What follows belongs to an exercise in optimizing a design on an open flow for small area, a short achievable clock period and few clock cycles; a production flow would make more cautious choices. Function was checked by simulation only, so behaviour that the tests miss may differ from the original.

== build 47 ==
==> flow/design.v (excerpt) <==
module fwdkm_seq #(
  parameter int unsigned NJ    = 3,
  parameter int unsigned ANG_W = 32,
  parameter int unsigned COS_W = 32,
  parameter int unsigned LEN_W = 16,
  parameter int unsigned ACC_W = 64
) (
  input  logic                 clk,
  input  logic                reset,
  input  logic                in_valid,
  output logic                in_ready,
  input  logic [ANG_W-1:0]    yaw_ang,
  input  logic [NJ*ANG_W-1:0] jnt_ang,
  input  logic [NJ*ANG_W-1:0] jnt_off,
  input  logic [NJ*LEN_W-1:0] link_len,
  input  logic [LEN_W-1:0]    base_h,
  output logic                cos_req_valid,
  input  logic                cos_req_ready,
  output logic [ANG_W-1:0]    cos_req_angle,
  input  logic                cos_rsp_valid,
  input  logic [COS_W-1:0]    cos_rsp_data,
  output logic                out_valid,
  input  logic                out_ready,
  output logic [ACC_W-1:0]    pos_x,
  output logic [ACC_W-1:0]    pos_y,
  output logic [ACC_W-1:0]    pos_z,
  output logic                busy
);
export LEC_CHECK = 0
export CAP_MARGIN = 20
export CORE_MARGIN = 5
export CORE_UTILIZATION = 40
export CTS_BUF_LIST = sky130_fd_sc_hd__clkbuf_8
export CTS_CLUSTER_DIAMETER = 80
export CTS_CLUSTER_SIZE = 15
export PLACE_DENSITY = 0.75
export SLEW_MARGIN = 20
export SYNTH_HIERARCHICAL = 1
export TNS_END_PERCENT = 0
create_clock -name core_clock -period 13.0 [get_ports {clk}]
standard.sh (not shown) runs the stock make flow with config.mk's settings and CLKGATE_MAP_FILE= SYNTH_SCRIPT=/design/flow/synth_recipe.tcl, a recipe that flattens the netlist after the stock synthesis.
==> flow/flow/run.sh <==
#!/bin/bash
set -euo pipefail
bash standard.sh SETUP_SLACK_MARGIN=7.5 'BUFFER_PORTS_ARGS=-buffer_cell sky130_fd_sc_hd__buf_1' finish > standard_flow.log 2>&1
Build 47 did not stop at any stage, and its layout met the timing, design-rule and antenna checks.
Testbench counts of build 47, summed over its fixed seeds: cycles 3,144.
### build 47 -> build 6
- PLACE_DENSITY removed (was 0.75)
--- outcome ---
Between build 6 and build 47, the difference in cell area reported after detailed placement is negligible.
In the metrics for build 6 and build 47, the one carrying the lower filler cell count is build 47.
For the first-pass GRT wire length, build 6 came in about 3% higher than build 47 did.
The relative slew slack number comes out higher for build 6 vs build 47.
From build 47 to build 6 the numbers moved as follows: full die area level; final area level.
Relative to build 6, the following input files were edited for build 34:
==> flow/flow/run.sh <==
#!/bin/bash
set -euo pipefail
bash standard.sh SETUP_SLACK_MARGIN=8.5 'BUFFER_PORTS_ARGS=-buffer_cell sky130_fd_sc_hd__buf_1' finish > standard_flow.log 2>&1
### Flow results
- Build 34 | status: complete | timing, DRC, antenna: pass
- The buffers plus inverters on the worst setup path of build 6 and that of build 34 are within noise of each other.
- Reported for build 6 and build 34, global-route met2 utilization turned out identical to the last digit.
- As far as setup slack goes, build 34 and build 6 are indistinguishable; the numbers are identical.

fwdkm_seq, a different RTL version from the one above (not shown whole).
For scale: ~5,100 cells after synthesis, ~670 flip-flops, about 58,000 sq um of cells after synthesis.
clock: 13.0 ns
lec_check: 0
cap_margin: 20
core_margin: 2
core_utilization: 40
cts_buf_list: sky130_fd_sc_hd__clkbuf_8
cts_cluster_size: 20
slew_margin: 20
synth_hierarchical: 1
==> flow/flow/run.sh <==
#!/bin/bash
set -euo pipefail
bash standard.sh SETUP_SLACK_MARGIN=7.5 'BUFFER_PORTS_ARGS=-buffer_cell sky130_fd_sc_hd__buf_1' finish > standard_flow.log 2>&1
Testbench counts at the start, summed over its fixed seeds: cycles 3,144.
Change:
==> flow/flow/run.sh (replaced) <==
#!/bin/bash
set -euo pipefail
bash standard.sh SETUP_SLACK_MARGIN=7.0 'BUFFER_PORTS_ARGS=-buffer_cell sky130_fd_sc_hd__buf_1' finish > standard_flow.log 2>&1
CORE_MARGIN = 5   (was 2)
CTS_CLUSTER_DIAMETER = 80   (was default)
CTS_CLUSTER_SIZE = 15   (was 20)
TNS_END_PERCENT = 0   (was default)
Effect: The changed run ran to the end with no violations. Wire length is lower by 3.4%. Clock skew is lower by 0.029 ns. Die area is higher by 3.1%. Via count is lower by 2.3%. First-iteration DRC count is higher by 0.30%. Setup slack is worse by 0.022 ns. Critical path depth is lower by 1.

re-timing with driven ports:
In the flow no input, the clock included, has a driving cell. The finished layouts below were timed again as built, in two steps.
Step 1 sets driving cells, clkbuf_16 on the clock port and buf_2 on the other inputs (assumed; they add their load-dependent delay and slew).
Step 2 adds t to the input delays and takes it off the output delays; t is the mean of the earliest and latest rising clock arrival at the registers after step 1. Input paths then give back, and output paths get back, about the clock's delay inside the block.
a / b / c = ideal ports / drivers / drivers and shift; a / b = the first two.
run | t, ns | setup slack, ns | worst slew at a driven data input, ns
build 47 | 0.796 | 7.083 / 7.081 / 6.696 | 0.15
build 6 | 0.861 | 7.123 / 7.055 / 6.882 | 0.17
build 34 | 0.861 | 7.123 / 7.055 / 6.882 | 0.17
the first run of note 2 | 0.955 | 7.099 / 7.099 / 6.952 | 0.22
the second run of note 2 | 0.860 | 7.077 / 7.052 / 6.747 | 0.22
After both steps setup and hold are still met in every run listed. For build 47, which loses most, drivers alone change the setup slack by -0.002 ns; drivers and shift together by -0.387 ns.
